Context: an optimization exercise on an open-source flow, tuned for small area, a short achievable clock period and few clock cycles per item. The choices shown serve that exercise and are no tape-out recipe. The RTL was checked by simulation tests, not by an equivalence proof against the original design.

## flow/design.v (module list and top-level ports; edited modules follow where they fit)
// module ssh_cfg_regs: 31 lines
// module ssh_core: 140 lines
// module ssh_tree: 1443 lines
// module ssh_rstep: 445 lines
// module ssh_add_main: 537 lines
// module ssh_add_rs: 249 lines
// module selectable_string_hash: 50 lines
module selectable_string_hash (
  input  logic                        clk_i,
  input  logic                        rst_ni,
  input  logic                        cfg_valid_i,
  output logic                        cfg_ready_o,
  input  logic [ssh_pkg::CfgIdxW-1:0] cfg_index_i,
  input  logic [ssh_pkg::HashW-1:0]   cfg_data_i,
  input  logic                        in_valid_i,
  output logic                        in_stall_o,
  input  logic [ssh_pkg::ByteW-1:0]   data_byte_i,
  input  logic                        last_i,
  input  logic                        no_byte_i,
  output logic                        out_valid_o,
  input  logic                        out_stall_i,
  output logic [ssh_pkg::HashW-1:0]   hash_value_o
);
  // ...
==> flow/run.sh <==
#!/bin/bash
# synth_recipe.tcl (not shown) runs the flow's synth.tcl, then flattens the netlist and writes it again
# the make line also repeats each setting of config.mk as NAME=value (left out here)
make -C /OpenROAD-flow-scripts/flow DESIGN_CONFIG=/design/flow/config.mk WORK_HOME=/design/flow/orfs CLKGATE_MAP_FILE= SYNTH_SCRIPT=/design/flow/synth_recipe.tcl finish
==> flow/config.mk <==
export PLATFORM = sky130hd
export DESIGN_NAME = selectable_string_hash
export DESIGN_NICKNAME = selectable_string_hash
export VERILOG_FILES = /design/flow/design.v
export SDC_FILE = /design/flow/constraint.sdc
export NUM_CORES = 4
export LEC_CHECK = 0
export ABC_AREA = 1
export CAP_MARGIN = 20
export CORE_MARGIN = 2
export CORE_UTILIZATION = 45
export SETUP_SLACK_MARGIN = 3.5
export SLEW_MARGIN = 20
export TNS_END_PERCENT = 100
==> flow/constraint.sdc <==
create_clock -name core_clock -period 11.0 [get_ports {clk_i}]
set_input_delay 2.2000 -clock core_clock [delete_from_list [all_inputs] [get_ports {clk_i}]]
set_output_delay 2.2000 -clock core_clock [all_outputs]
set_load 0.01 [all_outputs]
==> reports/results.ini, run 1 <==
[run_status]
status = finished clean

[synth]
synth_top_cell_by_area = fa_1
synth_top_family_by_area = adder cells
netlist.area_leader.share = 0.263
synth_xor_xnor_area_share = 0.105
synth_compound_area_frac = 0.168

[hold_path]
hold_depth = 2
holdCritPathClass = reg2reg

[placed_design]
dpl_cell_area_um2 = 28300
placed_cells = 4089
place_ws_ns = 2.57

[finish]
design.seq.count = 172
num-nets-final = 3942
largestClassByArea = multi-input gates

[critical_path]
slowest_stage = dfstp_4
cp_data_arrival_time_ns = 7.64

[floorplanning]
rows = 89
well_tap_count = 773

[clock_network]
cts-root-buf = clkbuf_16
clk_path_buf_depth = 2

[routing]
drtIter0Drc = 3316
dr.pass1.iters = 7
antenna_left = 0
wire_per_inst_um = 27.7
vias = 26200
drc = 0

[sta]
hold_ws_ns = 0.490

Testbench counts, summed over its fixed seeds: cycles 13,980, bytes 13,438.
==> module ssh_core, before the edit <==
module ssh_core (
  input  logic                        clk_i,
  input  logic                        rst_ni,
  input  logic [5:0]                  flags_i,
  input  logic [ssh_pkg::HashW-1:0]   mult_i,
  input  logic [ssh_pkg::HashW-1:0]   seed_i,
  input  logic                        sgn_i,
  input  logic                        cfg_valid_i,
  input  logic [ssh_pkg::CfgIdxW-1:0] cfg_index_i,
  input  logic                        in_valid_i,
  output logic                        in_stall_o,
  input  logic [ssh_pkg::ByteW-1:0]   data_byte_i,
  input  logic                        last_i,
  input  logic                        no_byte_i,
  output logic                        out_valid_o,
  input  logic                        out_stall_i,
  output logic [ssh_pkg::HashW-1:0]   hash_value_o
);
  logic [31:0] acc_q, acc_d, out_q, m_q, m_d;
  logic        odd_q, odd_d, ovalid_q, ovalid_d, fin1_q, fin2_q, fin2_go;
  logic        is_rs, is_js, is_elf, is_ap, is_oaat, is_mm;
  logic        fin, accept, out_busy, out_load, cen, ksig, dirty_q;
  logic [31:0] start, m_init, kk, sa, sb, s, apx, hx, mixed, m_rs, rs_a, rs_b;
  logic [7:0]  cl, xl;
  assign {is_oaat, is_ap, is_elf, is_js, is_rs, is_mm} = flags_i;
  assign out_busy   = ovalid_q & out_stall_i;
  assign fin        = fin1_q | fin2_q;
  assign in_stall_o = fin | dirty_q | (last_i & out_busy);
  assign accept     = in_valid_i & ~in_stall_o;
  assign fin2_go    = fin2_q & ~out_busy;
  assign out_load   = (accept & last_i & ~is_oaat) | fin2_go;
  assign start  = is_mm ? seed_i : (is_js ? ssh_pkg::JsInit : 32'd0);
  assign m_init = ({32{is_mm}}   & mult_i)           | ({32{is_rs}}  & ssh_pkg::RsInitA)
                | ({32{is_js}}   & ssh_pkg::MulJs)   | ({32{is_elf}} & ssh_pkg::MulElf)
                | ({32{is_oaat}} & ssh_pkg::MulOaat);
  assign cen  = ~fin;
  assign cl   = {(data_byte_i[7] ^ sgn_i), data_byte_i[6:0]} & {8{cen}};
  assign ksig = sgn_i & cen;
  assign kk   = {32{ksig}} & (is_oaat ? 32'hFFFD_FF80 : 32'hFFFF_FF80);
  assign xl   = cl & {8{is_oaat}};
  ssh_tree u_tree (
    .h0   (acc_q),
    .m    (m_q),
    .kk   (kk),
    .js   (is_js),
    .cl   (cl),
    .xl   (xl),
    .sa   (sa),
    .sb   (sb)
  );
  ssh_add_main u_add (
    .a (sa),
    .b (sb),
    .y (s)
  );
  assign apx = odd_q ? ~((acc_q << 11) ^ (acc_q >> 5)) : ((acc_q << 7) ^ (acc_q >> 3));
  assign hx  = acc_q ^ ({32{is_ap}} & apx);
  always_comb begin
    mixed = s;
    if (fin1_q) begin
      mixed = s ^ (s >> 11);
    end else if (!fin2_q) begin
      if (is_js | is_ap) mixed = s ^ hx;
      if (is_elf)  mixed = {4'h0, s[27:8], s[7:4] ^ s[31:28], s[3:0]};
      if (is_oaat) mixed = s ^ (s >> 6);
    end
  end
  always_comb begin
    acc_d = acc_q;
    if (dirty_q) begin
      acc_d = start;
    end else if (fin1_q) begin
      acc_d = mixed;
    end else if (fin2_go) begin
      acc_d = start;
    end else if (accept) begin
      if (last_i & ~is_oaat) acc_d = start;
      else if (!no_byte_i)   acc_d = mixed;
    end
  end
  ssh_rstep u_rstep (
    .a  (m_q),
    .ra (rs_a),
    .rb (rs_b)
  );
  ssh_add_rs u_add_rs (
    .a (rs_a),
    .b (rs_b),
    .y (m_rs)
  );
  always_comb begin
    m_d = m_q;
    if (dirty_q) begin
      m_d = m_init;
    end else if (accept && is_rs) begin
      if (last_i)          m_d = m_init;
      else if (!no_byte_i) m_d = m_rs;
    end else if (accept && is_oaat && last_i) begin
      m_d = ssh_pkg::MulFin1;
    end else if (fin1_q) begin
      m_d = ssh_pkg::MulFin2;
    end else if (fin2_go) begin
      m_d = m_init;
    end
  end
  always_comb begin
    odd_d    = odd_q;
    ovalid_d = out_busy | out_load;
    if (accept) begin
      if (last_i)                  odd_d = 1'b0;
      else if (is_ap & ~no_byte_i) odd_d = ~odd_q;
    end
  end
  always_ff @(posedge clk_i or negedge rst_ni) begin
    if (!rst_ni) begin
      acc_q    <= ssh_pkg::SeedReset;
      m_q      <= ssh_pkg::MultReset;
      odd_q    <= 1'b0;
      ovalid_q <= 1'b0;
      fin1_q   <= 1'b0;
      fin2_q   <= 1'b0;
      dirty_q  <= 1'b0;
    end else begin
      acc_q    <= acc_d;
      m_q      <= m_d;
      odd_q    <= odd_d;
      ovalid_q <= ovalid_d;
      fin1_q   <= accept & last_i & is_oaat;
      fin2_q   <= fin1_q | (fin2_q & out_busy);
      dirty_q  <= cfg_valid_i & (cfg_index_i != ssh_pkg::CFG_CHAR_SIGNED);
    end
  end
  always_ff @(posedge clk_i) begin
    if (out_load) begin
      out_q <= (no_byte_i & ~fin2_q) ? acc_q : mixed;
    end
  end
  assign out_valid_o  = ovalid_q;
  assign hash_value_o = out_q;
endmodule
==> module ssh_add_main, before the edit <==
module ssh_add_main (
  input  logic [31:0] a,
  input  logic [31:0] b,
  output logic [31:0] y
);
  logic [31:0] p, g;
  assign p = a ^ b;
  assign g = a & b;
  logic G1;
  logic P2;
  logic G3;
  logic P4;
  logic G5;
  logic P6;
  logic G7;
  logic P8;
  logic G9;
  logic P10;
  logic G11;
  logic P12;
  logic G13;
  logic P14;
  logic G15;
  logic P16;
  logic G17;
  logic P18;
  logic G19;
  logic P20;
  logic G21;
  logic P22;
  logic G23;
  logic P24;
  logic G25;
  logic P26;
  logic G27;
  logic P28;
  logic G29;
  logic P30;
  logic G31;
  logic P32;
  logic G33;
  logic P34;
  logic G35;
  logic P36;
  logic G37;
  logic P38;
  logic G39;
  logic P40;
  logic G41;
  logic P42;
  logic G43;
  logic P44;
  logic G45;
  logic P46;
  logic G47;
  logic P48;
  logic G49;
  logic P50;
  logic G51;
  logic P52;
  logic G53;
  logic P54;
  logic G55;
  logic P56;
  logic G57;
  logic P58;
  logic G59;
  logic P60;
  logic G61;
  logic P62;
  logic G63;
  logic P64;
  logic G65;
  logic P66;
  logic G67;
  logic P68;
  logic G69;
  logic P70;
  logic G71;
  logic P72;
  logic G73;
  logic P74;
  logic G75;
  logic P76;
  logic G77;
  logic P78;
  logic G79;
  logic P80;
  logic G81;
  logic P82;
  logic G83;
  logic P84;
  logic G85;
  logic P86;
  logic G87;
  logic P88;
  logic G89;
  logic P90;
  logic G91;
  logic P92;
  logic G93;
  logic P94;
  logic G95;
  logic P96;
  logic G97;
  logic P98;
  logic G99;
  logic P100;
  logic G101;
  logic P102;
  logic G103;
  logic P104;
  logic G105;
  logic P106;
  logic G107;
  logic P108;
  logic G109;
  logic P110;
  logic G111;
  logic P112;
  logic G113;
  logic P114;
  logic G115;
  logic P116;
  logic G117;
  logic P118;
  logic G119;
  logic P120;
  logic G121;
  logic P122;
  logic G123;
  logic P124;
  logic G125;
  logic P126;
  logic G127;
  logic P128;
  logic G129;
  logic P130;
  logic G131;
  logic P132;
  logic G133;
  logic P134;
  logic G135;
  logic P136;
  logic G137;
  logic P138;
  logic G139;
  logic P140;
  logic G141;
  logic P142;
  logic G143;
  logic P144;
  logic G145;
  logic P146;
  logic G147;
  logic P148;
  logic G149;
  logic P150;
  logic G151;
  logic P152;
  logic G153;
  logic P154;
  logic G155;
  logic P156;
  logic G157;
  logic P158;
  logic G159;
  logic P160;
  logic G161;
  logic P162;
  logic G163;
  logic P164;
  logic G165;
  logic P166;
  logic G167;
  logic P168;
  logic G169;
  logic P170;
  logic G171;
  logic P172;
  logic G173;
  logic P174;
  logic G175;
  logic P176;
  logic G177;
  logic P178;
  logic G179;
  logic P180;
  logic G181;
  logic P182;
  logic G183;
  logic P184;
  logic G185;
  logic P186;
  logic G187;
  logic P188;
  logic G189;
  logic P190;
  logic G191;
  logic P192;
  logic G193;
  logic P194;
  logic G195;
  logic P196;
  logic G197;
  logic P198;
  logic G199;
  logic P200;
  logic G201;
  logic P202;
  logic G203;
  logic P204;
  logic G205;
  logic P206;
  logic G207;
  logic P208;
  logic G209;
  logic P210;
  logic G211;
  logic P212;
  logic G213;
  logic P214;
  logic G215;
  logic P216;
  logic G217;
  logic P218;
  logic G219;
  logic P220;
  logic G221;
  logic P222;
  logic G223;
  logic P224;
  logic G225;
  logic P226;
  logic G227;
  logic P228;
  logic G229;
  logic P230;
  logic G231;
  logic P232;
  logic G233;
  logic P234;
  logic G235;
  logic P236;
  logic G237;
  logic P238;
  logic G239;
  logic P240;
  logic G241;
  logic P242;
  logic G243;
  logic P244;
  logic G245;
  logic P246;
  logic G247;
  logic P248;
  assign G1 = g[1] | (p[1] & g[0]);
  assign P2 = p[1] & p[0];
  assign G3 = g[2] | (p[2] & g[1]);
  assign P4 = p[2] & p[1];
  assign G5 = g[3] | (p[3] & g[2]);
  assign P6 = p[3] & p[2];
  assign G7 = g[4] | (p[4] & g[3]);
  assign P8 = p[4] & p[3];
  assign G9 = g[5] | (p[5] & g[4]);
  assign P10 = p[5] & p[4];
  assign G11 = g[6] | (p[6] & g[5]);
  assign P12 = p[6] & p[5];
  assign G13 = g[7] | (p[7] & g[6]);
  assign P14 = p[7] & p[6];
  assign G15 = g[8] | (p[8] & g[7]);
  assign P16 = p[8] & p[7];
  assign G17 = g[9] | (p[9] & g[8]);
  assign P18 = p[9] & p[8];
  assign G19 = g[10] | (p[10] & g[9]);
  assign P20 = p[10] & p[9];
  assign G21 = g[11] | (p[11] & g[10]);
  assign P22 = p[11] & p[10];
  assign G23 = g[12] | (p[12] & g[11]);
  assign P24 = p[12] & p[11];
  assign G25 = g[13] | (p[13] & g[12]);
  assign P26 = p[13] & p[12];
  assign G27 = g[14] | (p[14] & g[13]);
  assign P28 = p[14] & p[13];
  assign G29 = g[15] | (p[15] & g[14]);
  assign P30 = p[15] & p[14];
  assign G31 = g[16] | (p[16] & g[15]);
  assign P32 = p[16] & p[15];
  assign G33 = g[17] | (p[17] & g[16]);
  assign P34 = p[17] & p[16];
  assign G35 = g[18] | (p[18] & g[17]);
  assign P36 = p[18] & p[17];
  assign G37 = g[19] | (p[19] & g[18]);
  assign P38 = p[19] & p[18];
  assign G39 = g[20] | (p[20] & g[19]);
  assign P40 = p[20] & p[19];
  assign G41 = g[21] | (p[21] & g[20]);
  assign P42 = p[21] & p[20];
  assign G43 = g[22] | (p[22] & g[21]);
  assign P44 = p[22] & p[21];
  assign G45 = g[23] | (p[23] & g[22]);
  assign P46 = p[23] & p[22];
  assign G47 = g[24] | (p[24] & g[23]);
  assign P48 = p[24] & p[23];
  assign G49 = g[25] | (p[25] & g[24]);
  assign P50 = p[25] & p[24];
  assign G51 = g[26] | (p[26] & g[25]);
  assign P52 = p[26] & p[25];
  assign G53 = g[27] | (p[27] & g[26]);
  assign P54 = p[27] & p[26];
  assign G55 = g[28] | (p[28] & g[27]);
  assign P56 = p[28] & p[27];
  assign G57 = g[29] | (p[29] & g[28]);
  assign P58 = p[29] & p[28];
  assign G59 = g[30] | (p[30] & g[29]);
  assign P60 = p[30] & p[29];
  assign G61 = G3 | (P4 & g[0]);
  assign P62 = P4 & p[0];
  assign G63 = G5 | (P6 & G1);
  assign P64 = P6 & P2;
  assign G65 = G7 | (P8 & G3);
  assign P66 = P8 & P4;
  assign G67 = G9 | (P10 & G5);
  assign P68 = P10 & P6;
  assign G69 = G11 | (P12 & G7);
  assign P70 = P12 & P8;
  assign G71 = G13 | (P14 & G9);
  assign P72 = P14 & P10;
  assign G73 = G15 | (P16 & G11);
  assign P74 = P16 & P12;
  assign G75 = G17 | (P18 & G13);
  assign P76 = P18 & P14;
  assign G77 = G19 | (P20 & G15);
  assign P78 = P20 & P16;
  assign G79 = G21 | (P22 & G17);
  assign P80 = P22 & P18;
  assign G81 = G23 | (P24 & G19);
  assign P82 = P24 & P20;
  assign G83 = G25 | (P26 & G21);
  assign P84 = P26 & P22;
  assign G85 = G27 | (P28 & G23);
  assign P86 = P28 & P24;
  assign G87 = G29 | (P30 & G25);
  assign P88 = P30 & P26;
  assign G89 = G31 | (P32 & G27);
  assign P90 = P32 & P28;
  assign G91 = G33 | (P34 & G29);
  assign P92 = P34 & P30;
  assign G93 = G35 | (P36 & G31);
  assign P94 = P36 & P32;
  assign G95 = G37 | (P38 & G33);
  assign P96 = P38 & P34;
  assign G97 = G39 | (P40 & G35);
  assign P98 = P40 & P36;
  assign G99 = G41 | (P42 & G37);
  assign P100 = P42 & P38;
  assign G101 = G43 | (P44 & G39);
  assign P102 = P44 & P40;
  assign G103 = G45 | (P46 & G41);
  assign P104 = P46 & P42;
  assign G105 = G47 | (P48 & G43);
  assign P106 = P48 & P44;
  assign G107 = G49 | (P50 & G45);
  assign P108 = P50 & P46;
  assign G109 = G51 | (P52 & G47);
  assign P110 = P52 & P48;
  assign G111 = G53 | (P54 & G49);
  assign P112 = P54 & P50;
  assign G113 = G55 | (P56 & G51);
  assign P114 = P56 & P52;
  assign G115 = G57 | (P58 & G53);
  assign P116 = P58 & P54;
  assign G117 = G59 | (P60 & G55);
  assign P118 = P60 & P56;
  assign G119 = G65 | (P66 & g[0]);
  assign P120 = P66 & p[0];
  assign G121 = G67 | (P68 & G1);
  assign P122 = P68 & P2;
  assign G123 = G69 | (P70 & G61);
  assign P124 = P70 & P62;
  assign G125 = G71 | (P72 & G63);
  assign P126 = P72 & P64;
  assign G127 = G73 | (P74 & G65);
  assign P128 = P74 & P66;
  assign G129 = G75 | (P76 & G67);
  assign P130 = P76 & P68;
  assign G131 = G77 | (P78 & G69);
  assign P132 = P78 & P70;
  assign G133 = G79 | (P80 & G71);
  assign P134 = P80 & P72;
  assign G135 = G81 | (P82 & G73);
  assign P136 = P82 & P74;
  assign G137 = G83 | (P84 & G75);
  assign P138 = P84 & P76;
  assign G139 = G85 | (P86 & G77);
  assign P140 = P86 & P78;
  assign G141 = G87 | (P88 & G79);
  assign P142 = P88 & P80;
  assign G143 = G89 | (P90 & G81);
  assign P144 = P90 & P82;
  assign G145 = G91 | (P92 & G83);
  assign P146 = P92 & P84;
  assign G147 = G93 | (P94 & G85);
  assign P148 = P94 & P86;
  assign G149 = G95 | (P96 & G87);
  assign P150 = P96 & P88;
  assign G151 = G97 | (P98 & G89);
  assign P152 = P98 & P90;
  assign G153 = G99 | (P100 & G91);
  assign P154 = P100 & P92;
  assign G155 = G101 | (P102 & G93);
  assign P156 = P102 & P94;
  assign G157 = G103 | (P104 & G95);
  assign P158 = P104 & P96;
  assign G159 = G105 | (P106 & G97);
  assign P160 = P106 & P98;
  assign G161 = G107 | (P108 & G99);
  assign P162 = P108 & P100;
  assign G163 = G109 | (P110 & G101);
  assign P164 = P110 & P102;
  assign G165 = G111 | (P112 & G103);
  assign P166 = P112 & P104;
  assign G167 = G113 | (P114 & G105);
  assign P168 = P114 & P106;
  assign G169 = G115 | (P116 & G107);
  assign P170 = P116 & P108;
  assign G171 = G117 | (P118 & G109);
  assign P172 = P118 & P110;
  assign G173 = G127 | (P128 & g[0]);
  assign P174 = P128 & p[0];
  assign G175 = G129 | (P130 & G1);
  assign P176 = P130 & P2;
  assign G177 = G131 | (P132 & G61);
  assign P178 = P132 & P62;
  assign G179 = G133 | (P134 & G63);
  assign P180 = P134 & P64;
  assign G181 = G135 | (P136 & G119);
  assign P182 = P136 & P120;
  assign G183 = G137 | (P138 & G121);
  assign P184 = P138 & P122;
  assign G185 = G139 | (P140 & G123);
  assign P186 = P140 & P124;
  assign G187 = G141 | (P142 & G125);
  assign P188 = P142 & P126;
  assign G189 = G143 | (P144 & G127);
  assign P190 = P144 & P128;
  assign G191 = G145 | (P146 & G129);
  assign P192 = P146 & P130;
  assign G193 = G147 | (P148 & G131);
  assign P194 = P148 & P132;
  assign G195 = G149 | (P150 & G133);
  assign P196 = P150 & P134;
  assign G197 = G151 | (P152 & G135);
  assign P198 = P152 & P136;
  assign G199 = G153 | (P154 & G137);
  assign P200 = P154 & P138;
  assign G201 = G155 | (P156 & G139);
  assign P202 = P156 & P140;
  assign G203 = G157 | (P158 & G141);
  assign P204 = P158 & P142;
  assign G205 = G159 | (P160 & G143);
  assign P206 = P160 & P144;
  assign G207 = G161 | (P162 & G145);
  assign P208 = P162 & P146;
  assign G209 = G163 | (P164 & G147);
  assign P210 = P164 & P148;
  assign G211 = G165 | (P166 & G149);
  assign P212 = P166 & P150;
  assign G213 = G167 | (P168 & G151);
  assign P214 = P168 & P152;
  assign G215 = G169 | (P170 & G153);
  assign P216 = P170 & P154;
  assign G217 = G171 | (P172 & G155);
  assign P218 = P172 & P156;
  assign G219 = G189 | (P190 & g[0]);
  assign P220 = P190 & p[0];
  assign G221 = G191 | (P192 & G1);
  assign P222 = P192 & P2;
  assign G223 = G193 | (P194 & G61);
  assign P224 = P194 & P62;
  assign G225 = G195 | (P196 & G63);
  assign P226 = P196 & P64;
  assign G227 = G197 | (P198 & G119);
  assign P228 = P198 & P120;
  assign G229 = G199 | (P200 & G121);
  assign P230 = P200 & P122;
  assign G231 = G201 | (P202 & G123);
  assign P232 = P202 & P124;
  assign G233 = G203 | (P204 & G125);
  assign P234 = P204 & P126;
  assign G235 = G205 | (P206 & G173);
  assign P236 = P206 & P174;
  assign G237 = G207 | (P208 & G175);
  assign P238 = P208 & P176;
  assign G239 = G209 | (P210 & G177);
  assign P240 = P210 & P178;
  assign G241 = G211 | (P212 & G179);
  assign P242 = P212 & P180;
  assign G243 = G213 | (P214 & G181);
  assign P244 = P214 & P182;
  assign G245 = G215 | (P216 & G183);
  assign P246 = P216 & P184;
  assign G247 = G217 | (P218 & G185);
  assign P248 = P218 & P186;
  assign y[0] = p[0];
  assign y[1] = p[1] ^ g[0];
  assign y[2] = p[2] ^ G1;
  assign y[3] = p[3] ^ G61;
  assign y[4] = p[4] ^ G63;
  assign y[5] = p[5] ^ G119;
  assign y[6] = p[6] ^ G121;
  assign y[7] = p[7] ^ G123;
  assign y[8] = p[8] ^ G125;
  assign y[9] = p[9] ^ G173;
  assign y[10] = p[10] ^ G175;
  assign y[11] = p[11] ^ G177;
  assign y[12] = p[12] ^ G179;
  assign y[13] = p[13] ^ G181;
  assign y[14] = p[14] ^ G183;
  assign y[15] = p[15] ^ G185;
  assign y[16] = p[16] ^ G187;
  assign y[17] = p[17] ^ G219;
  assign y[18] = p[18] ^ G221;
  assign y[19] = p[19] ^ G223;
  assign y[20] = p[20] ^ G225;
  assign y[21] = p[21] ^ G227;
  assign y[22] = p[22] ^ G229;
  assign y[23] = p[23] ^ G231;
  assign y[24] = p[24] ^ G233;
  assign y[25] = p[25] ^ G235;
  assign y[26] = p[26] ^ G237;
  assign y[27] = p[27] ^ G239;
  assign y[28] = p[28] ^ G241;
  assign y[29] = p[29] ^ G243;
  assign y[30] = p[30] ^ G245;
  assign y[31] = p[31] ^ G247;
endmodule
==> run 2, diff against run 1 <==
--- a/flow/design.v
+++ b/flow/design.v
@@ -90,7 +90,7 @@
   logic        odd_q, odd_d, ovalid_q, ovalid_d, fin1_q, fin2_q, fin2_go;
   logic        is_rs, is_js, is_elf, is_ap, is_oaat, is_mm;
   logic        fin, accept, out_busy, out_load, cen, ksig, dirty_q;
-  logic [31:0] start, m_init, kk, sa, sb, s, apx, hx, mixed, m_rs, rs_a, rs_b;
+  logic [31:0] start, m_init, post_x, kk, sa, sb, s, apx, hx, mixed, m_rs, rs_a, rs_b;
   logic [7:0]  cl, xl;
   assign {is_oaat, is_ap, is_elf, is_js, is_rs, is_mm} = flags_i;
   assign out_busy   = ovalid_q & out_stall_i;
@@ -125,16 +125,11 @@
   );
   assign apx = odd_q ? ~((acc_q << 11) ^ (acc_q >> 5)) : ((acc_q << 7) ^ (acc_q >> 3));
   assign hx  = acc_q ^ ({32{is_ap}} & apx);
-  always_comb begin
-    mixed = s;
-    if (fin1_q) begin
-      mixed = s ^ (s >> 11);
-    end else if (!fin2_q) begin
-      if (is_js | is_ap) mixed = s ^ hx;
-      if (is_elf)  mixed = {4'h0, s[27:8], s[7:4] ^ s[31:28], s[3:0]};
-      if (is_oaat) mixed = s ^ (s >> 6);
-    end
-  end
+  assign post_x = ({32{is_js | is_ap}} & hx)
+                | ({32{is_oaat & ~fin}} & (s >> 6))
+                | ({32{fin1_q}} & (s >> 11))
+                | ({32{is_elf}} & {s[31:28], 20'd0, s[31:28], 4'd0});
+  assign mixed  = s ^ post_x;
   always_comb begin
     acc_d = acc_q;
     if (dirty_q) begin
@@ -183,16 +178,12 @@
   end
   always_ff @(posedge clk_i or negedge rst_ni) begin
     if (!rst_ni) begin
-      acc_q    <= ssh_pkg::SeedReset;
-      m_q      <= ssh_pkg::MultReset;
       odd_q    <= 1'b0;
       ovalid_q <= 1'b0;
       fin1_q   <= 1'b0;
       fin2_q   <= 1'b0;
-      dirty_q  <= 1'b0;
+      dirty_q  <= 1'b1;
     end else begin
-      acc_q    <= acc_d;
-      m_q      <= m_d;
       odd_q    <= odd_d;
       ovalid_q <= ovalid_d;
       fin1_q   <= accept & last_i & is_oaat;
@@ -201,6 +192,8 @@
     end
   end
   always_ff @(posedge clk_i) begin
+    acc_q <= acc_d;
+    m_q   <= m_d;
     if (out_load) begin
       out_q <= (no_byte_i & ~fin2_q) ? acc_q : mixed;
     end
@@ -2254,384 +2247,188 @@
   logic P148;
   logic G149;
   logic P150;
-  logic G151;
-  logic P152;
-  logic G153;
-  logic P154;
-  logic G155;
-  logic P156;
-  logic G157;
-  logic P158;
-  logic G159;
-  logic P160;
-  logic G161;
-  logic P162;
-  logic G163;
-  logic P164;
-  logic G165;
-  logic P166;
-  logic G167;
-  logic P168;
-  logic G169;
-  logic P170;
-  logic G171;
-  logic P172;
-  logic G173;
-  logic P174;
-  logic G175;
-  logic P176;
-  logic G177;
-  logic P178;
-  logic G179;
-  logic P180;
-  logic G181;
-  logic P182;
-  logic G183;
-  logic P184;
-  logic G185;
-  logic P186;
-  logic G187;
-  logic P188;
-  logic G189;
-  logic P190;
-  logic G191;
-  logic P192;
-  logic G193;
-  logic P194;
-  logic G195;
-  logic P196;
-  logic G197;
-  logic P198;
-  logic G199;
-  logic P200;
-  logic G201;
-  logic P202;
-  logic G203;
-  logic P204;
-  logic G205;
-  logic P206;
-  logic G207;
-  logic P208;
-  logic G209;
-  logic P210;
-  logic G211;
-  logic P212;
-  logic G213;
-  logic P214;
-  logic G215;
-  logic P216;
-  logic G217;
-  logic P218;
-  logic G219;
-  logic P220;
-  logic G221;
-  logic P222;
-  logic G223;
-  logic P224;
-  logic G225;
-  logic P226;
-  logic G227;
-  logic P228;
-  logic G229;
-  logic P230;
-  logic G231;
-  logic P232;
-  logic G233;
-  logic P234;
-  logic G235;
-  logic P236;
-  logic G237;
-  logic P238;
-  logic G239;
-  logic P240;
-  logic G241;
-  logic P242;
-  logic G243;
-  logic P244;
-  logic G245;
-  logic P246;
-  logic G247;
-  logic P248;
   assign G1 = g[1] | (p[1] & g[0]);
   assign P2 = p[1] & p[0];
-  assign G3 = g[2] | (p[2] & g[1]);
-  assign P4 = p[2] & p[1];
-  assign G5 = g[3] | (p[3] & g[2]);
-  assign P6 = p[3] & p[2];
-  assign G7 = g[4] | (p[4] & g[3]);
-  assign P8 = p[4] & p[3];
-  assign G9 = g[5] | (p[5] & g[4]);
-  assign P10 = p[5] & p[4];
-  assign G11 = g[6] | (p[6] & g[5]);
-  assign P12 = p[6] & p[5];
-  assign G13 = g[7] | (p[7] & g[6]);
-  assign P14 = p[7] & p[6];
-  assign G15 = g[8] | (p[8] & g[7]);
-  assign P16 = p[8] & p[7];
-  assign G17 = g[9] | (p[9] & g[8]);
-  assign P18 = p[9] & p[8];
-  assign G19 = g[10] | (p[10] & g[9]);
-  assign P20 = p[10] & p[9];
-  assign G21 = g[11] | (p[11] & g[10]);
-  assign P22 = p[11] & p[10];
-  assign G23 = g[12] | (p[12] & g[11]);
-  assign P24 = p[12] & p[11];
-  assign G25 = g[13] | (p[13] & g[12]);
-  assign P26 = p[13] & p[12];
-  assign G27 = g[14] | (p[14] & g[13]);
-  assign P28 = p[14] & p[13];
-  assign G29 = g[15] | (p[15] & g[14]);
-  assign P30 = p[15] & p[14];
-  assign G31 = g[16] | (p[16] & g[15]);
-  assign P32 = p[16] & p[15];
-  assign G33 = g[17] | (p[17] & g[16]);
-  assign P34 = p[17] & p[16];
-  assign G35 = g[18] | (p[18] & g[17]);
-  assign P36 = p[18] & p[17];
-  assign G37 = g[19] | (p[19] & g[18]);
-  assign P38 = p[19] & p[18];
-  assign G39 = g[20] | (p[20] & g[19]);
-  assign P40 = p[20] & p[19];
-  assign G41 = g[21] | (p[21] & g[20]);
-  assign P42 = p[21] & p[20];
-  assign G43 = g[22] | (p[22] & g[21]);
-  assign P44 = p[22] & p[21];
-  assign G45 = g[23] | (p[23] & g[22]);
-  assign P46 = p[23] & p[22];
-  assign G47 = g[24] | (p[24] & g[23]);
-  assign P48 = p[24] & p[23];
-  assign G49 = g[25] | (p[25] & g[24]);
-  assign P50 = p[25] & p[24];
-  assign G51 = g[26] | (p[26] & g[25]);
-  assign P52 = p[26] & p[25];
-  assign G53 = g[27] | (p[27] & g[26]);
-  assign P54 = p[27] & p[26];
-  assign G55 = g[28] | (p[28] & g[27]);
-  assign P56 = p[28] & p[27];
-  assign G57 = g[29] | (p[29] & g[28]);
-  assign P58 = p[29] & p[28];
-  assign G59 = g[30] | (p[30] & g[29]);
-  assign P60 = p[30] & p[29];
-  assign G61 = G3 | (P4 & g[0]);
-  assign P62 = P4 & p[0];
-  assign G63 = G5 | (P6 & G1);
-  assign P64 = P6 & P2;
-  assign G65 = G7 | (P8 & G3);
-  assign P66 = P8 & P4;
-  assign G67 = G9 | (P10 & G5);
-  assign P68 = P10 & P6;
-  assign G69 = G11 | (P12 & G7);
-  assign P70 = P12 & P8;
-  assign G71 = G13 | (P14 & G9);
-  assign P72 = P14 & P10;
-  assign G73 = G15 | (P16 & G11);
-  assign P74 = P16 & P12;
-  assign G75 = G17 | (P18 & G13);
-  assign P76 = P18 & P14;
-  assign G77 = G19 | (P20 & G15);
-  assign P78 = P20 & P16;
-  assign G79 = G21 | (P22 & G17);
-  assign P80 = P22 & P18;
-  assign G81 = G23 | (P24 & G19);
-  assign P82 = P24 & P20;
-  assign G83 = G25 | (P26 & G21);
-  assign P84 = P26 & P22;
-  assign G85 = G27 | (P28 & G23);
-  assign P86 = P28 & P24;
-  assign G87 = G29 | (P30 & G25);
-  assign P88 = P30 & P26;
-  assign G89 = G31 | (P32 & G27);
-  assign P90 = P32 & P28;
-  assign G91 = G33 | (P34 & G29);
-  assign P92 = P34 & P30;
-  assign G93 = G35 | (P36 & G31);
-  assign P94 = P36 & P32;
-  assign G95 = G37 | (P38 & G33);
-  assign P96 = P38 & P34;
-  assign G97 = G39 | (P40 & G35);
-  assign P98 = P40 & P36;
-  assign G99 = G41 | (P42 & G37);
-  assign P100 = P42 & P38;
-  assign G101 = G43 | (P44 & G39);
-  assign P102 = P44 & P40;
-  assign G103 = G45 | (P46 & G41);
-  assign P104 = P46 & P42;
-  assign G105 = G47 | (P48 & G43);
-  assign P106 = P48 & P44;
-  assign G107 = G49 | (P50 & G45);
-  assign P108 = P50 & P46;
-  assign G109 = G51 | (P52 & G47);
-  assign P110 = P52 & P48;
-  assign G111 = G53 | (P54 & G49);
-  assign P112 = P54 & P50;
-  assign G113 = G55 | (P56 & G51);
-  assign P114 = P56 & P52;
-  assign G115 = G57 | (P58 & G53);
-  assign P116 = P58 & P54;
-  assign G117 = G59 | (P60 & G55);
-  assign P118 = P60 & P56;
-  assign G119 = G65 | (P66 & g[0]);
-  assign P120 = P66 & p[0];
-  assign G121 = G67 | (P68 & G1);
-  assign P122 = P68 & P2;
-  assign G123 = G69 | (P70 & G61);
-  assign P124 = P70 & P62;
-  assign G125 = G71 | (P72 & G63);
-  assign P126 = P72 & P64;
-  assign G127 = G73 | (P74 & G65);
-  assign P128 = P74 & P66;
-  assign G129 = G75 | (P76 & G67);
-  assign P130 = P76 & P68;
-  assign G131 = G77 | (P78 & G69);
-  assign P132 = P78 & P70;
-  assign G133 = G79 | (P80 & G71);
-  assign P134 = P80 & P72;
-  assign G135 = G81 | (P82 & G73);
-  assign P136 = P82 & P74;
-  assign G137 = G83 | (P84 & G75);
-  assign P138 = P84 & P76;
-  assign G139 = G85 | (P86 & G77);
-  assign P140 = P86 & P78;
-  assign G141 = G87 | (P88 & G79);
-  assign P142 = P88 & P80;
-  assign G143 = G89 | (P90 & G81);
-  assign P144 = P90 & P82;
-  assign G145 = G91 | (P92 & G83);
-  assign P146 = P92 & P84;
-  assign G147 = G93 | (P94 & G85);
-  assign P148 = P94 & P86;
-  assign G149 = G95 | (P96 & G87);
-  assign P150 = P96 & P88;
-  assign G151 = G97 | (P98 & G89);
-  assign P152 = P98 & P90;
-  assign G153 = G99 | (P100 & G91);
-  assign P154 = P100 & P92;
-  assign G155 = G101 | (P102 & G93);
-  assign P156 = P102 & P94;
-  assign G157 = G103 | (P104 & G95);
-  assign P158 = P104 & P96;
-  assign G159 = G105 | (P106 & G97);
-  assign P160 = P106 & P98;
-  assign G161 = G107 | (P108 & G99);
-  assign P162 = P108 & P100;
-  assign G163 = G109 | (P110 & G101);
-  assign P164 = P110 & P102;
-  assign G165 = G111 | (P112 & G103);
-  assign P166 = P112 & P104;
-  assign G167 = G113 | (P114 & G105);
-  assign P168 = P114 & P106;
-  assign G169 = G115 | (P116 & G107);
-  assign P170 = P116 & P108;
-  assign G171 = G117 | (P118 & G109);
-  assign P172 = P118 & P110;
-  assign G173 = G127 | (P128 & g[0]);
-  assign P174 = P128 & p[0];
-  assign G175 = G129 | (P130 & G1);
-  assign P176 = P130 & P2;
-  assign G177 = G131 | (P132 & G61);
-  assign P178 = P132 & P62;
-  assign G179 = G133 | (P134 & G63);
-  assign P180 = P134 & P64;
-  assign G181 = G135 | (P136 & G119);
-  assign P182 = P136 & P120;
-  assign G183 = G137 | (P138 & G121);
-  assign P184 = P138 & P122;
-  assign G185 = G139 | (P140 & G123);
-  assign P186 = P140 & P124;
-  assign G187 = G141 | (P142 & G125);
-  assign P188 = P142 & P126;
-  assign G189 = G143 | (P144 & G127);
-  assign P190 = P144 & P128;
-  assign G191 = G145 | (P146 & G129);
-  assign P192 = P146 & P130;
-  assign G193 = G147 | (P148 & G131);
-  assign P194 = P148 & P132;
-  assign G195 = G149 | (P150 & G133);
-  assign P196 = P150 & P134;
-  assign G197 = G151 | (P152 & G135);
-  assign P198 = P152 & P136;
-  assign G199 = G153 | (P154 & G137);
-  assign P200 = P154 & P138;
-  assign G201 = G155 | (P156 & G139);
-  assign P202 = P156 & P140;
-  assign G203 = G157 | (P158 & G141);
-  assign P204 = P158 & P142;
-  assign G205 = G159 | (P160 & G143);
-  assign P206 = P160 & P144;
-  assign G207 = G161 | (P162 & G145);
-  assign P208 = P162 & P146;
-  assign G209 = G163 | (P164 & G147);
-  assign P210 = P164 & P148;
-  assign G211 = G165 | (P166 & G149);
-  assign P212 = P166 & P150;
-  assign G213 = G167 | (P168 & G151);
-  assign P214 = P168 & P152;
-  assign G215 = G169 | (P170 & G153);
-  assign P216 = P170 & P154;
-  assign G217 = G171 | (P172 & G155);
-  assign P218 = P172 & P156;
-  assign G219 = G189 | (P190 & g[0]);
-  assign P220 = P190 & p[0];
-  assign G221 = G191 | (P192 & G1);
-  assign P222 = P192 & P2;
-  assign G223 = G193 | (P194 & G61);
-  assign P224 = P194 & P62;
-  assign G225 = G195 | (P196 & G63);
-  assign P226 = P196 & P64;
-  assign G227 = G197 | (P198 & G119);
-  assign P228 = P198 & P120;
-  assign G229 = G199 | (P200 & G121);
-  assign P230 = P200 & P122;
-  assign G231 = G201 | (P202 & G123);
-  assign P232 = P202 & P124;
-  assign G233 = G203 | (P204 & G125);
-  assign P234 = P204 & P126;
-  assign G235 = G205 | (P206 & G173);
-  assign P236 = P206 & P174;
-  assign G237 = G207 | (P208 & G175);
-  assign P238 = P208 & P176;
-  assign G239 = G209 | (P210 & G177);
-  assign P240 = P210 & P178;
-  assign G241 = G211 | (P212 & G179);
-  assign P242 = P212 & P180;
-  assign G243 = G213 | (P214 & G181);
-  assign P244 = P214 & P182;
-  assign G245 = G215 | (P216 & G183);
-  assign P246 = P216 & P184;
-  assign G247 = G217 | (P218 & G185);
-  assign P248 = P218 & P186;
+  assign G3 = g[3] | (p[3] & g[2]);
+  assign P4 = p[3] & p[2];
+  assign G5 = g[5] | (p[5] & g[4]);
+  assign P6 = p[5] & p[4];
+  assign G7 = g[7] | (p[7] & g[6]);
+  assign P8 = p[7] & p[6];
+  assign G9 = g[9] | (p[9] & g[8]);
+  assign P10 = p[9] & p[8];
+  assign G11 = g[11] | (p[11] & g[10]);
+  assign P12 = p[11] & p[10];
+  assign G13 = g[13] | (p[13] & g[12]);
+  assign P14 = p[13] & p[12];
+  assign G15 = g[15] | (p[15] & g[14]);
+  assign P16 = p[15] & p[14];
+  assign G17 = g[17] | (p[17] & g[16]);
+  assign P18 = p[17] & p[16];
+  assign G19 = g[19] | (p[19] & g[18]);
+  assign P20 = p[19] & p[18];
+  assign G21 = g[21] | (p[21] & g[20]);
+  assign P22 = p[21] & p[20];
+  assign G23 = g[23] | (p[23] & g[22]);
+  assign P24 = p[23] & p[22];
+  assign G25 = g[25] | (p[25] & g[24]);
+  assign P26 = p[25] & p[24];
+  assign G27 = g[27] | (p[27] & g[26]);
+  assign P28 = p[27] & p[26];
+  assign G29 = g[29] | (p[29] & g[28]);
+  assign P30 = p[29] & p[28];
+  assign G31 = g[2] | (p[2] & G1);
+  assign P32 = p[2] & P2;
+  assign G33 = G3 | (P4 & G1);
+  assign P34 = P4 & P2;
+  assign G35 = g[6] | (p[6] & G5);
+  assign P36 = p[6] & P6;
+  assign G37 = G7 | (P8 & G5);
+  assign P38 = P8 & P6;
+  assign G39 = g[10] | (p[10] & G9);
+  assign P40 = p[10] & P10;
+  assign G41 = G11 | (P12 & G9);
+  assign P42 = P12 & P10;
+  assign G43 = g[14] | (p[14] & G13);
+  assign P44 = p[14] & P14;
+  assign G45 = G15 | (P16 & G13);
+  assign P46 = P16 & P14;
+  assign G47 = g[18] | (p[18] & G17);
+  assign P48 = p[18] & P18;
+  assign G49 = G19 | (P20 & G17);
+  assign P50 = P20 & P18;
+  assign G51 = g[22] | (p[22] & G21);
+  assign P52 = p[22] & P22;
+  assign G53 = G23 | (P24 & G21);
+  assign P54 = P24 & P22;
+  assign G55 = g[26] | (p[26] & G25);
+  assign P56 = p[26] & P26;
+  assign G57 = G27 | (P28 & G25);
+  assign P58 = P28 & P26;
+  assign G59 = g[30] | (p[30] & G29);
+  assign P60 = p[30] & P30;
+  assign G61 = g[4] | (p[4] & G33);
+  assign P62 = p[4] & P34;
+  assign G63 = G5 | (P6 & G33);
+  assign P64 = P6 & P34;
+  assign G65 = G35 | (P36 & G33);
+  assign P66 = P36 & P34;
+  assign G67 = G37 | (P38 & G33);
+  assign P68 = P38 & P34;
+  assign G69 = g[12] | (p[12] & G41);
+  assign P70 = p[12] & P42;
+  assign G71 = G13 | (P14 & G41);
+  assign P72 = P14 & P42;
+  assign G73 = G43 | (P44 & G41);
+  assign P74 = P44 & P42;
+  assign G75 = G45 | (P46 & G41);
+  assign P76 = P46 & P42;
+  assign G77 = g[20] | (p[20] & G49);
+  assign P78 = p[20] & P50;
+  assign G79 = G21 | (P22 & G49);
+  assign P80 = P22 & P50;
+  assign G81 = G51 | (P52 & G49);
+  assign P82 = P52 & P50;
+  assign G83 = G53 | (P54 & G49);
+  assign P84 = P54 & P50;
+  assign G85 = g[28] | (p[28] & G57);
+  assign P86 = p[28] & P58;
+  assign G87 = G29 | (P30 & G57);
+  assign P88 = P30 & P58;
+  assign G89 = G59 | (P60 & G57);
+  assign P90 = P60 & P58;
+  assign G91 = g[8] | (p[8] & G67);
+  assign P92 = p[8] & P68;
+  assign G93 = G9 | (P10 & G67);
+  assign P94 = P10 & P68;
+  assign G95 = G39 | (P40 & G67);
+  assign P96 = P40 & P68;
+  assign G97 = G41 | (P42 & G67);
+  assign P98 = P42 & P68;
+  assign G99 = G69 | (P70 & G67);
+  assign P100 = P70 & P68;
+  assign G101 = G71 | (P72 & G67);
+  assign P102 = P72 & P68;
+  assign G103 = G73 | (P74 & G67);
+  assign P104 = P74 & P68;
+  assign G105 = G75 | (P76 & G67);
+  assign P106 = P76 & P68;
+  assign G107 = g[24] | (p[24] & G83);
+  assign P108 = p[24] & P84;
+  assign G109 = G25 | (P26 & G83);
+  assign P110 = P26 & P84;
+  assign G111 = G55 | (P56 & G83);
+  assign P112 = P56 & P84;
+  assign G113 = G57 | (P58 & G83);
+  assign P114 = P58 & P84;
+  assign G115 = G85 | (P86 & G83);
+  assign P116 = P86 & P84;
+  assign G117 = G87 | (P88 & G83);
+  assign P118 = P88 & P84;
+  assign G119 = G89 | (P90 & G83);
+  assign P120 = P90 & P84;
+  assign G121 = g[16] | (p[16] & G105);
+  assign P122 = p[16] & P106;
+  assign G123 = G17 | (P18 & G105);
+  assign P124 = P18 & P106;
+  assign G125 = G47 | (P48 & G105);
+  assign P126 = P48 & P106;
+  assign G127 = G49 | (P50 & G105);
+  assign P128 = P50 & P106;
+  assign G129 = G77 | (P78 & G105);
+  assign P130 = P78 & P106;
+  assign G131 = G79 | (P80 & G105);
+  assign P132 = P80 & P106;
+  assign G133 = G81 | (P82 & G105);
+  assign P134 = P82 & P106;
+  assign G135 = G83 | (P84 & G105);
+  assign P136 = P84 & P106;
+  assign G137 = G107 | (P108 & G105);
+  assign P138 = P108 & P106;
+  assign G139 = G109 | (P110 & G105);
+  assign P140 = P110 & P106;
+  assign G141 = G111 | (P112 & G105);
+  assign P142 = P112 & P106;
+  assign G143 = G113 | (P114 & G105);
+  assign P144 = P114 & P106;
+  assign G145 = G115 | (P116 & G105);
+  assign P146 = P116 & P106;
+  assign G147 = G117 | (P118 & G105);
+  assign P148 = P118 & P106;
+  assign G149 = G119 | (P120 & G105);
+  assign P150 = P120 & P106;
   assign y[0] = p[0];
   assign y[1] = p[1] ^ g[0];
   assign y[2] = p[2] ^ G1;
-  assign y[3] = p[3] ^ G61;
-  assign y[4] = p[4] ^ G63;
-  assign y[5] = p[5] ^ G119;
-  assign y[6] = p[6] ^ G121;
-  assign y[7] = p[7] ^ G123;
-  assign y[8] = p[8] ^ G125;
-  assign y[9] = p[9] ^ G173;
-  assign y[10] = p[10] ^ G175;
-  assign y[11] = p[11] ^ G177;
-  assign y[12] = p[12] ^ G179;
-  assign y[13] = p[13] ^ G181;
-  assign y[14] = p[14] ^ G183;
-  assign y[15] = p[15] ^ G185;
-  assign y[16] = p[16] ^ G187;
-  assign y[17] = p[17] ^ G219;
-  assign y[18] = p[18] ^ G221;
-  assign y[19] = p[19] ^ G223;
-  assign y[20] = p[20] ^ G225;
-  assign y[21] = p[21] ^ G227;
-  assign y[22] = p[22] ^ G229;
-  assign y[23] = p[23] ^ G231;
-  assign y[24] = p[24] ^ G233;
-  assign y[25] = p[25] ^ G235;
-  assign y[26] = p[26] ^ G237;
-  assign y[27] = p[27] ^ G239;
-  assign y[28] = p[28] ^ G241;
-  assign y[29] = p[29] ^ G243;
-  assign y[30] = p[30] ^ G245;
-  assign y[31] = p[31] ^ G247;
+  assign y[3] = p[3] ^ G31;
+  assign y[4] = p[4] ^ G33;
+  assign y[5] = p[5] ^ G61;
+  assign y[6] = p[6] ^ G63;
+  assign y[7] = p[7] ^ G65;
+  assign y[8] = p[8] ^ G67;
+  assign y[9] = p[9] ^ G91;
+  assign y[10] = p[10] ^ G93;
+  assign y[11] = p[11] ^ G95;
+  assign y[12] = p[12] ^ G97;
+  assign y[13] = p[13] ^ G99;
+  assign y[14] = p[14] ^ G101;
+  assign y[15] = p[15] ^ G103;
+  assign y[16] = p[16] ^ G105;
+  assign y[17] = p[17] ^ G121;
+  assign y[18] = p[18] ^ G123;
+  assign y[19] = p[19] ^ G125;
+  assign y[20] = p[20] ^ G127;
+  assign y[21] = p[21] ^ G129;
+  assign y[22] = p[22] ^ G131;
+  assign y[23] = p[23] ^ G133;
+  assign y[24] = p[24] ^ G135;
+  assign y[25] = p[25] ^ G137;
+  assign y[26] = p[26] ^ G139;
+  assign y[27] = p[27] ^ G141;
+  assign y[28] = p[28] ^ G143;
+  assign y[29] = p[29] ^ G145;
+  assign y[30] = p[30] ^ G147;
+  assign y[31] = p[31] ^ G149;
 endmodule
 module ssh_add_rs (
   input  logic [31:0] a,
==> flow/flow/run.sh (new file) <==
#!/bin/bash
# The standard layout, with one change to synthesis: Yosys's synth runs
# without its early ABC pass (-noabc), so the adder trees reach extract_fa
# as written and map to full-adder cells with fewer polarity inverters.
# Registers, their names and the rest of the flow are the standard ones.
set -euo pipefail
sed 's/synth -nofsm -noshare /synth -nofsm -noshare -noabc /' synth_recipe.tcl > flow_synth.tcl
grep -q -- '-noabc' flow_synth.tcl
bash standard.sh SYNTH_SCRIPT="$PWD/flow_synth.tcl" finish > standard.log 2>&1
==> flow/standard.sh (new file) <==
#!/bin/bash
# synth_recipe.tcl (not shown) runs the flow's synth.tcl, then flattens the netlist and writes it again
# the make line also repeats each setting of config.mk as NAME=value (left out here)
make -C /OpenROAD-flow-scripts/flow DESIGN_CONFIG=/design/flow/config.mk WORK_HOME=/design/flow/orfs CLKGATE_MAP_FILE= SYNTH_SCRIPT=/design/flow/synth_recipe.tcl "${@:-finish}"
--- a/flow/config.mk
+++ b/flow/config.mk
@@ -9,6 +9,6 @@
 export CAP_MARGIN = 20
 export CORE_MARGIN = 2
 export CORE_UTILIZATION = 45
-export SETUP_SLACK_MARGIN = 3.5
+export SETUP_SLACK_MARGIN = 3.8
 export SLEW_MARGIN = 20
 export TNS_END_PERCENT = 100
removed: flow/run.sh
==> run 2 against run 1 <==
Effect of this change: still clean; via count down 9.2%; first-iteration DRC count down 17%; synthesized area down 4.3%; sequential share of layout area up 2.0 points; sequential cell count unchanged; die area down 4.2%; wire length down 12%; worst setup slack better by 0.15 ns; synthesized cell count down 11%; largest cell class unchanged; highest routed layer is now met4.
==> reports/results.ini, run 2 <==
[run_status]
status = finished clean

[synth]
yosysMostFrequentCell = nand2_1
synth-edff-count = 96
synth-simple-area-share = 0.153
syn_avg_cell_area_um2 = 8.53
synthArstFlopShare = 0.442
synth_seq_cells = 172
synth_area_leaders = fa_1 28%, edfxtp_1 11%, xor2_1 9.4%, nand2_1 8.2%, dfrtp_1 6.4%
synth_common_cells = 566 x nand2_1, 362 x fa_1, 317 x inv_1
synthesis.area_um2 = 25800
synth_top_flop_cell = edfxtp_1
ys_warn_count = 2
synth_top_cell_by_area = fa_1
synth_compound_area_frac = 0.143  ; -0.0250
synth_fp_nets = 3533
yosysSeqAreaShare = 0.186
netlist.area_leader.share = 0.281  ; +0.0180
synth_xor_xnor_area_share = 0.106  ; +0.000637
synth.area.mux_share = 0
synthCells = 3022
synth_top_family_by_area = adder cells
synthAdderAreaFrac = 0.330
ys_types = 55

[global_route]
grt_pass1_wl_um = 152000
grt_usage = 0.345
grt_pass1_vias = 24000
grt_overflow = 0
antenna_found_initial = 0
grt_max_degree = 77

[clock_network]
clock_latency_ns = 0.46
cts_tree = built
cts-root-buf = clkbuf_16
cts_buffers = 17
htreeDepth = 4
cts_num_sinks = 172
clk_path_buf_depth = 2  ; unchanged
clk_pin_slew_ns = 0.07
cts_hold_buf = 0

[sta]
grt_setup_unrepaired = yes
tightest_slew_ns = 1.06
fin_crit_sh = 0.649
finalCriticalPeriod_ns = 7.14
final_max_slew_viol_count = 0
setup-tns-final_ns = 0
slew_headroom = 0.289
skew_ns = 0.0149
setup_violations = 0
fmax_mhz = 140
hold_violations = 0

[floorplanning]
start_util = 0.456
rows = 87  ; -2.2%
ios = 84
dieArea_um2 = 59200
die_w_um = 243
die_y_um = 243
coreArea_um2 = 56500

[placed_design]
post-dp-hpwl_um = 72800
place.gp.congestion = 0.987
dpl_cell_area_um2 = 27200  ; -4.0%
io_buffers = 82

[routing]
wire_per_inst_um = 27.2  ; -1.8%
drt-met1-wl_um = 39700
dr.pass1.iters = 6  ; -1
antenna_left = 0  ; unchanged
route.met3.wl_um = 10600
met2_length_um = 46800
vias = 23800  ; -9.2%
vias_per_cell = 6.25
drc = 0  ; unchanged
routed_wirelength_um = 104000
drtIter0Drc = 2757  ; -17%
top_layer = met4

[finish]
num-nets-final = 3550  ; -9.9%
regArea_um2 = 4800
final_common_cell = nand2_1
n_fill_cell = 5331
area_delta_synth_final_pct = 11.4
multi_input_comb_area_um2 = 19200
drive_above_1_share = 0.109
fin_area_um2 = 28700
layout_common_cells = 544 x nand2_1, 353 x fa_1, 305 x inv_1
final_core_util = 0.508

[critical_path]
r2r_end = u_core.acc_q[25]
critPathLaunchType = register
setup.worst_path.class = reg2reg
end_kind = register
cp_max_fo = 10
regToRegStartpoint = u_core.acc_q[18]
required_ns = 11.22
cp_data_arrival_time_ns = 7.36  ; -0.28 ns
worstRegToRegCells = 24
rrSetupSlack_ns = 3.86

[hold_path]
holdCritPathClass = reg2reg
hold_depth = 2  ; unchanged
min_from = u_cfg.seed_o[4]
min_to = u_cfg.seed_o[4]

[flow_run]
drv_cap = 0

## run 2: cell types whose count changed after synthesis, moves of 40 or more
cell / delta
dfrtp_1: -58
nand3_1: -40
a21oi_1: -91
edfxtp_1: +64
inv_1: -131
o21ai_0: -63
## run 2: metrics by stage
stage               hold WS (ns)  std cells  setup WS (ns)
floorplan                  0.453       3022           4.11
global placement           0.467       3724           2.50
detailed placement         0.474       3724           2.31
CTS                        0.491       3784           3.80
global route               0.510       3808           3.73
finish                     0.488       3809           3.86
## run 2: layer usage
| layer | up-vias | global-route usage |
|---|---|---|
| li1 | 10000 | - |
| met1 | 11700 | 0.449 |
| met2 | 1688 | 0.542 |
| met3 | 410 | 0.0649 |
| met4 | 0 | 0.197 |
| met5 | - | 0 |
## run 2: worst max-delay path by stage
stage / start / slack, ns / cells after the start / endpoint
3_5_place_dp: u_core.m_q[1] / 2.31 / 26 / u_core.out_q[11]
2_1_floorplan: u_core.m_q[0] / 4.11 / 28 / u_core.out_q[11]
6_report: u_core.acc_q[18] / 3.86 / 24 / u_core.acc_q[25]
4_1_cts: u_core.m_q[0] / 3.80 / 28 / u_core.out_q[23]
5_1_grt: u_core.m_q[0] / 3.73 / 28 / u_core.out_q[11]
3_3_place_gp: u_core.m_q[1] / 2.50 / 26 / u_core.out_q[11]
## run 2: timing repair
| action | CTS | global route |
|---|---|---|
| endpoints found under the setup margin | 64 | 55 |
| gates cloned | 2 | 4 |
| setup buffers | 26 | 20 |
| resized for setup | 47 | 81 |
| pin swaps | 1 | 31 |
## run 2: cell families after synthesis
logic type	Yosys count
XOR/XNOR	311
AO/OA/AOI/OAI	604
other	1
flip-flops	172
AND/OR/NAND/NOR	928
adder cells (fa/ha/maj)	462
buffers and inverters	544
## run 2: critical path, cell delays in order (launching register included)
cell	delay (ns)
edfxtp_1	0.73
clkinvlp_2	0.88
o22ai_1	0.37
xor2_1	0.13
fa_1	0.45
fa_1	0.46
fa_2	0.38
fa_1	0.46
fa_2	0.58
fa_1	0.42
ha_1	0.29
ha_1	0.36
nand2_1	0.13
o21ai_0	0.26
a21oi_1	0.10
nand3_1	0.13
inv_1	0.06
nand3_2	0.09
nand2_4	0.10
nand2_4	0.09
nand2_1	0.07
nand2_1	0.11
nand3_2	0.09
nand2_1	0.10
inv_1	0.04
## run 2: layout make-up
class	count	area share
Antenna cell	1	0.0000871
Clock buffer	17	0.0148
Clock inverter	15	0.00619
Inverter	354	0.0484
Multi-Input combinational cell	2306	0.668
Sequential cell	172	0.167
Tap cell	756	0.0329
Timing Repair Buffer	186	0.0616
Timing Repair inverter	2	0.000479
Testbench counts of run 2, summed over its fixed seeds: cycles 13,980, bytes 13,438.
==> run 3, diff against run 2 <==
==> flow/run.sh (new file) <==
#!/bin/bash
# synth_recipe.tcl (not shown) runs the flow's synth.tcl, then flattens the netlist and writes it again
# the make line also repeats each setting of config.mk as NAME=value (left out here)
make -C /OpenROAD-flow-scripts/flow DESIGN_CONFIG=/design/flow/config.mk WORK_HOME=/design/flow/orfs CLKGATE_MAP_FILE= SYNTH_SCRIPT=/design/flow/synth_recipe.tcl finish
--- a/flow/config.mk
+++ b/flow/config.mk
@@ -8,7 +8,7 @@
 export ABC_AREA = 1
 export CAP_MARGIN = 20
 export CORE_MARGIN = 2
-export CORE_UTILIZATION = 45
+export CORE_UTILIZATION = 58
 export SETUP_SLACK_MARGIN = 3.8
 export SLEW_MARGIN = 20
 export TNS_END_PERCENT = 100
removed: flow/flow/run.sh
removed: flow/standard.sh
==> run 3 against run 2 <==
Effect of this change: synthesized area grew 1.2%; maximum frequency is 0.33% higher; clock skew shrank 0.00085 ns; critical path depth is 1 higher; critical path type unchanged; sequential share of layout area decreased by 0.59 points; worst setup slack better by 0.024 ns; largest cell class unchanged; synthesized cell count up 4.0%; non-clock buffer count is 71 higher; still clean on timing, DRC and antenna; via count up 4.8%.
==> reports/results.ini, run 3 <==
[routing]
vias = 25000  ; +4.8%
antenna_left = 0  ; unchanged
wire_per_inst_um = 27.5  ; +0.81%
drtIter0Drc = 3903  ; +42%
routed_wirelength_um = 106000  ; +1.8%
vias_per_cell = 6.50  ; +3.9%
drc = 0  ; unchanged
dr.pass1.iters = 9  ; +3

[clock_network]
clk_pin_slew_ns = 0.07  ; about the same
clock_latency_ns = 0.47  ; about the same
cts_hold_buf = 0  ; unchanged
cts_tree = built
cts_num_sinks = 172  ; unchanged
cts_buffers = 17  ; unchanged
clk_path_buf_depth = 2  ; unchanged
cts-root-buf = clkbuf_16
htreeDepth = 4  ; unchanged

[critical_path]
required_ns = 11.17  ; -0.05 ns
end_kind = register
critPathLaunchType = register
cp_data_arrival_time_ns = 7.28  ; -0.08 ns
slowest_delay_ns = 0.61  ; -0.27 ns
slowest_stage = fa_1
setup.worst_path.class = reg2reg
cp_max_fo = 13  ; +3

[sta]
finalCriticalPeriod_ns = 7.12  ; -0.0236 ns
slew_headroom = 0.189  ; -0.100
tightest_slew_ns = 1.21  ; +0.149 ns
final_max_slew_viol_count = 0  ; unchanged
fmax_mhz = 140  ; +0.33%
hold_ws_ns = 0.492  ; +0.00395 ns
hold_violations = 0  ; unchanged
setup_ws_ns = 3.88  ; +0.0236 ns
fin_crit_sh = 0.647  ; -0.00214
setup-tns-final_ns = 0  ; unchanged
setup_violations = 0  ; unchanged
grt_setup_unrepaired = yes
skew_ns = 0.0141  ; -0.000846 ns

[floorplanning]
rows = 77  ; -11%
die_w_um = 216  ; -11%
coreArea_um2 = 44300  ; -22%
ios = 84  ; unchanged
start_util = 0.589  ; +0.132
die_y_um = 216  ; -11%
dieArea_um2 = 46700  ; -21%

[global_route]
antenna_found_initial = 4  ; +4
grt_max_degree = 77  ; unchanged
grt_usage = 0.450  ; +0.104
grt_pass1_vias = 24400  ; +1.7%
grt_overflow = 0  ; unchanged
grt_pass1_wl_um = 154000  ; +1.3%

[flow_run]
drv_cap = 0  ; unchanged

[placed_design]
place_ws_ns = 2.46  ; +0.141 ns
io_buffers = 82  ; unchanged
place.gp.congestion = 1.05  ; +6.5%
dpl_cell_area_um2 = 27300  ; +0.30%
post-dp-hpwl_um = 76000  ; +4.5%
placed_cells = 3681  ; -1.2%

[finish]
multi_input_comb_area_um2 = 19200  ; +0.15%
final_core_util = 0.673  ; +0.164
area_delta_synth_final_pct = 14.2
fin_area_um2 = 29800  ; +3.8%
regArea_um2 = 4800  ; +0.10%
drive_above_1_share = 0.122  ; +0.0133
n_fill_cell = 3636  ; -32%
num-nets-final = 3741  ; +5.4%
final_common_cell = nand2_1
stdcell_count = 3845  ; +0.95%
layout_common_cells = 546 x nand2_1, 429 x inv_1, 348 x fa_1

[synth]
synth_top_cell_by_area = fa_1
synth_top_flop_cell = edfxtp_1
yosysSeqAreaShare = 0.184  ; -0.00219
yosysMostFrequentCell = nand2_1
synth_common_cells = 567 x nand2_1, 451 x inv_1, 359 x fa_1
synth_seq_cells = 172  ; unchanged
ys_types = 58  ; +5.5%
synthesis.area_um2 = 26100  ; +1.2%
synthArstFlopShare = 0.442  ; unchanged
synth_fp_nets = 3646  ; +3.2%
ys_warn_count = 2  ; unchanged
synth_area_leaders = fa_1 28%, edfxtp_1 11%, xor2_1 9.0%, nand2_1 8.2%, inv_1 6.5%
synthCells = 3144  ; +4.0%
syn_avg_cell_area_um2 = 8.30  ; -2.7%
netlist.area_leader.share = 0.275  ; -0.00560
synth-edff-count = 96  ; unchanged

[hold_path]
holdCritPathClass = reg2reg

[run_status]
status = finished clean

[run 3: logic make-up after synthesis]
kind of cell | share of synthesized area
AND/OR/NAND/NOR | 0.144
other | 0.000144
AO/OA/AOI/OAI | 0.150
XOR/XNOR | 0.102
flip-flops | 0.184
buffers and inverters | 0.0998
adder cells (fa/ha/maj) | 0.321
[run 3: final timing paths]
path	start	endpoint	slack, ns	cells past startpoint
setup / recovery	u_core.acc_q[18]	u_core.out_q[28]	3.88	25
hold reg to reg	u_cfg.seed_o[8]	u_cfg.seed_o[8]	0.49	2
hold / removal	u_cfg.seed_o[8]	u_cfg.seed_o[8]	0.49	2
max in group asynchronous	rst_ni	u_core.fin1_q	8.41	1
setup reg to reg	u_core.acc_q[18]	u_core.out_q[28]	3.88	25
min in group asynchronous	rst_ni	u_cfg.mult_o[20]	1.88	1
[run 3: final cells by class]
cell class,instances,share of cell area
well taps,592,0.0249
repair inverters,3,0.000756
diodes,1,0.0000840
clock buffers,18,0.0144
flip-flops and latches,172,0.161
repair buffers,257,0.0793
clock inverters,14,0.00575
multi-input cells,2299,0.645
inverters,489,0.0687
[run 3: critical path: cells and delay by family (launching register included)]
| family | cells | cell delay, ns |
|---|---|---|
| AND/OR/NAND/NOR | 10 | 1.33 |
| flip-flops | 1 | 0.57 |
| AO/OA/AOI/OAI | 4 | 0.75 |
| buffers and inverters | 4 | 0.89 |
| adder cells (fa/ha/maj) | 7 | 3.26 |
[run 3: per-layer routing]
metal,wire [um],global-route usage,vias up
met5,28,0,-
met1,37800,0.581,11900
li1,-,-,10500
met4,8150,0.270,4
met2,44900,0.660,2082
met3,14700,0.148,545
[run 3: repair_timing]
action / 4_1_cts / 5_1_grt
setup endpoints to repair: 62 / 54
setup buffers: 34 / 91
gates resized for setup: 77 / 147
pin swaps: 0 / 26
gates cloned: 3 / 2

[afterwards: timing with drivers on the ports]
No port has a modelled driver above. Below, the same layouts with a new extraction and two added sets of constraints. Step 1: set_driving_cell puts a clkbuf_16 on clk_i and a buf_2 on each other input, an assumption about the parent block. Step 2 times the ports against the registers' clock, not the clock port: input delays grow and output delays shrink by t, the midpoint of the rising clock arrivals with the driver on. a / b / c = ideal ports / drivers / drivers and shift; a / b = the first two.
run	t, ns	setup slack, ns	worst setup path after step 2	latest minus earliest clock arrival (ns)	pins driven straight from the clock port
run 1	0.508	3.709 / 3.709 / 3.709	register to register	0.019 / 0.019	1
run 2	0.513	3.858 / 3.858 / 3.858	register to register	0.015 / 0.014	1
run 3	0.518	3.882 / 3.882 / 3.597	input to register	0.014 / 0.015	1
After both steps every run listed still meets setup and hold. For run 3, which loses most, drivers alone change the setup slack by 0.000 ns; drivers and shift together by -0.285 ns.
